Source: an optimization exercise on an open RTL-to-GDS flow (aim: small area, a short achievable clock period and few clock cycles). Production flows keep margins and buffers that such runs may drop. Where RTL was checked, it was by simulation tests only, not by an equivalence proof against the original. No activity file was given, so power comes from the tool's default toggle rates.

Design buffet_top, start of the top module:
module buffet_top (
    input  logic                  clk,
    input  logic                  nreset_i,
    input  logic                  push_valid_i,
    input  buffet_pkg::data_t     push_data_i,
    input  logic                  credit_req_i,
    output logic                  credit_valid_o,
    output buffet_pkg::count_t    credit_o,
    input  logic                  read_valid_i,
    input  buffet_pkg::read_req_t read_req_i,
    output logic                  read_ready_o,
    output logic                  read_data_valid_o,
    output buffet_pkg::data_t     read_data_o,
    input  logic                  read_data_ready_i,
    input  logic                  update_valid_i,
    input  buffet_pkg::idx_t      update_offset_i,
    input  buffet_pkg::data_t     update_data_i
);
    buffet_pkg::count_t head;
    buffet_pkg::count_t tail;
    logic shrink;
    buffet_pkg::idx_t shrink_amount;
    logic alloc;
    logic [1:0] wu_v;
    buffet_pkg::idx_t wu_idx0;
    buffet_pkg::idx_t wu_idx1;
    logic [1:0] wu_done;
    logic wu_room;
    logic [1:0] ub_v;
    buffet_pkg::idx_t ub_idx0;
    buffet_pkg::idx_t ub_idx1;
    logic [1:0] ub_retire;
    buffet_pkg::idx_t ram_rd_idx;
    buffet_pkg::data_t ram_rd_data;
    buffet_pkg::wr_port_t push_wr;
    buffet_pkg::wr_port_t ram_wr;
    buffet_window u_window (
        .clk             (clk),
        .nreset_i        (nreset_i),
        .push_valid_i    (push_valid_i),
        .credit_req_i    (credit_req_i),
        .shrink_i        (shrink),
        .shrink_amount_i (shrink_amount),
        .head_o          (head),
        .tail_o          (tail),
        .credit_valid_o  (credit_valid_o),
        .credit_o        (credit_o)
  ...
clock: 4.4 ns
lec_check: 0
abc_clock_period_in_ps: 2200
cap_margin: 20
core_margin: 2
core_utilization: 40
setup_slack_margin: 2.1
slew_margin: 20
run.sh (not shown) runs the stock make flow with config.mk's settings and CLKGATE_MAP_FILE= SYNTH_SCRIPT=/design/flow/synth_recipe.tcl, a recipe that flattens the netlist after the stock synthesis.
Then changed:
==> flow/flow/run.sh (new file) <==
#!/bin/bash
# The standard layout, with three changes to how it is made: adders
# are left to ABC as plain gates (no full/half adder cells), sizing may
# change a cell's footprint, and the port buffers are buf_4 cells.
# make's output goes to make.log; each ORFS step keeps its own log under
# orfs/logs
set -euo pipefail
bash standard.sh ADDER_MAP_FILE= MATCH_CELL_FOOTPRINT=0 \
    "BUFFER_PORTS_ARGS=-buffer_cell sky130_fd_sc_hd__buf_4" finish > make.log 2>&1
==> flow/standard.sh (new file) <==
#!/bin/bash
# synth_recipe.tcl (not shown) runs the flow's synth.tcl, then flattens the netlist and writes it again
# the make line also repeats each setting of config.mk as NAME=value (left out here)
make -C /OpenROAD-flow-scripts/flow DESIGN_CONFIG=/design/flow/config.mk WORK_HOME=/design/flow/orfs CLKGATE_MAP_FILE= SYNTH_SCRIPT=/design/flow/synth_recipe.tcl "${@:-finish}"
removed: flow/run.sh
Final cell count came out higher by a few percent.
Design area came out lower by a few percent.
Setup slack is better by 450 ps.
Area after synthesis is about the same.
Critical path depth came out lower by 2.
Wire length barely changes.
Via count hardly moves.
Clock-buffer cell count came out higher by 8.
Fmax came out higher by about a fifth.
No run of this note included a check of the RTL's function; only the layout flow was run.

Another version of the RTL of buffet_top (not shown whole).
For scale: about 690 flip-flops, about 120 I/O pins, roughly 28000 um2 of cells after synthesis.
Settings: LEC_CHECK=0, ABC_CLOCK_PERIOD_IN_PS=2200, CAP_MARGIN=20, CORE_MARGIN=2, CORE_UTILIZATION=40, SETUP_SLACK_MARGIN=2.1, SLEW_MARGIN=20; clock period 4.4 ns.
Stock flow here: none of the scripts above is used.
The starting point ran to the end with no violations.
Testbench counts at the start, summed over its fixed seeds: cycles 9,660.
Next try:
==> flow/flow/run.sh (new file) <==
#!/bin/bash
# The standard layout, with three changes to how it is made: adders
# are left to ABC as plain gates (no full/half adder cells), sizing may
# change a cell's footprint, and the port buffers are buf_4 cells.
# make's output goes to make.log; each ORFS step keeps its own log under
# orfs/logs
set -euo pipefail
bash standard.sh ADDER_MAP_FILE= MATCH_CELL_FOOTPRINT=0 \
    "BUFFER_PORTS_ARGS=-buffer_cell sky130_fd_sc_hd__buf_4" finish > make.log 2>&1
==> flow/standard.sh (new file) <==
#!/bin/bash
# synth_recipe.tcl (not shown) runs the flow's synth.tcl, then flattens the netlist and writes it again
# the make line also repeats each setting of config.mk as NAME=value (left out here)
make -C /OpenROAD-flow-scripts/flow DESIGN_CONFIG=/design/flow/config.mk WORK_HOME=/design/flow/orfs CLKGATE_MAP_FILE= SYNTH_SCRIPT=/design/flow/synth_recipe.tcl "${@:-finish}"
ABC_CLOCK_PERIOD_IN_PS = 2000   (was 2200)
SETUP_SLACK_MARGIN = 2.4   (was 2.1)
removed: flow/run.sh
After rerunning:
- setup slack gains 200 ps
- clock power came out lower by 4.2%
- first-iteration DRC count went up by 61%
- combinational power went up to 4.3 times its value
- via count increases by 9.0%
- non-clock buffer count went up by 70
Next try:
ABC_CLOCK_PERIOD_IN_PS = 2200   (was 2000)
SETUP_SLACK_MARGIN = 2.1   (was 2.4)
Result:
- final cell count drops by 2.5%
- design area is lower by about 8%
- via count falls by 7.1%
- first-iteration DRC count drops by 34%

[what the ideal ports hide]
The results above use ideal ports. As a check the final layouts listed here were re-extracted and re-timed, cells and wires unchanged.
Step 1 sets driving cells, clkbuf_16 on the clock port and buf_2 on the other inputs (assumed; they add their load-dependent delay and slew).
Step 2 also shifts input and output timing later by t, the mid clock arrival at the registers, as if the neighbouring blocks saw the same clock.
Slacks: ideal / step 1 / step 2; pairs: ideal / step 1.
run	shift t [ns]	setup slack, ns	worst data-port slew with drivers (ns)
the first run of note 1	0.660	1.333 / 1.333 / 1.197	0.06
the second run of note 1	0.657	1.784 / 1.784 / 1.474	0.06
the first run of note 2	0.655	1.890 / 1.890 / 1.463	0.08
the second run of note 2	0.665	2.087 / 2.087 / 1.657	0.09
the third run of note 2	0.667	2.083 / 2.083 / 1.517	0.08
After both steps every run listed still meets setup and hold. The setup slack of the third run of note 2, which loses most, moves by 0.000 ns with the drivers and by -0.566 ns with both steps.
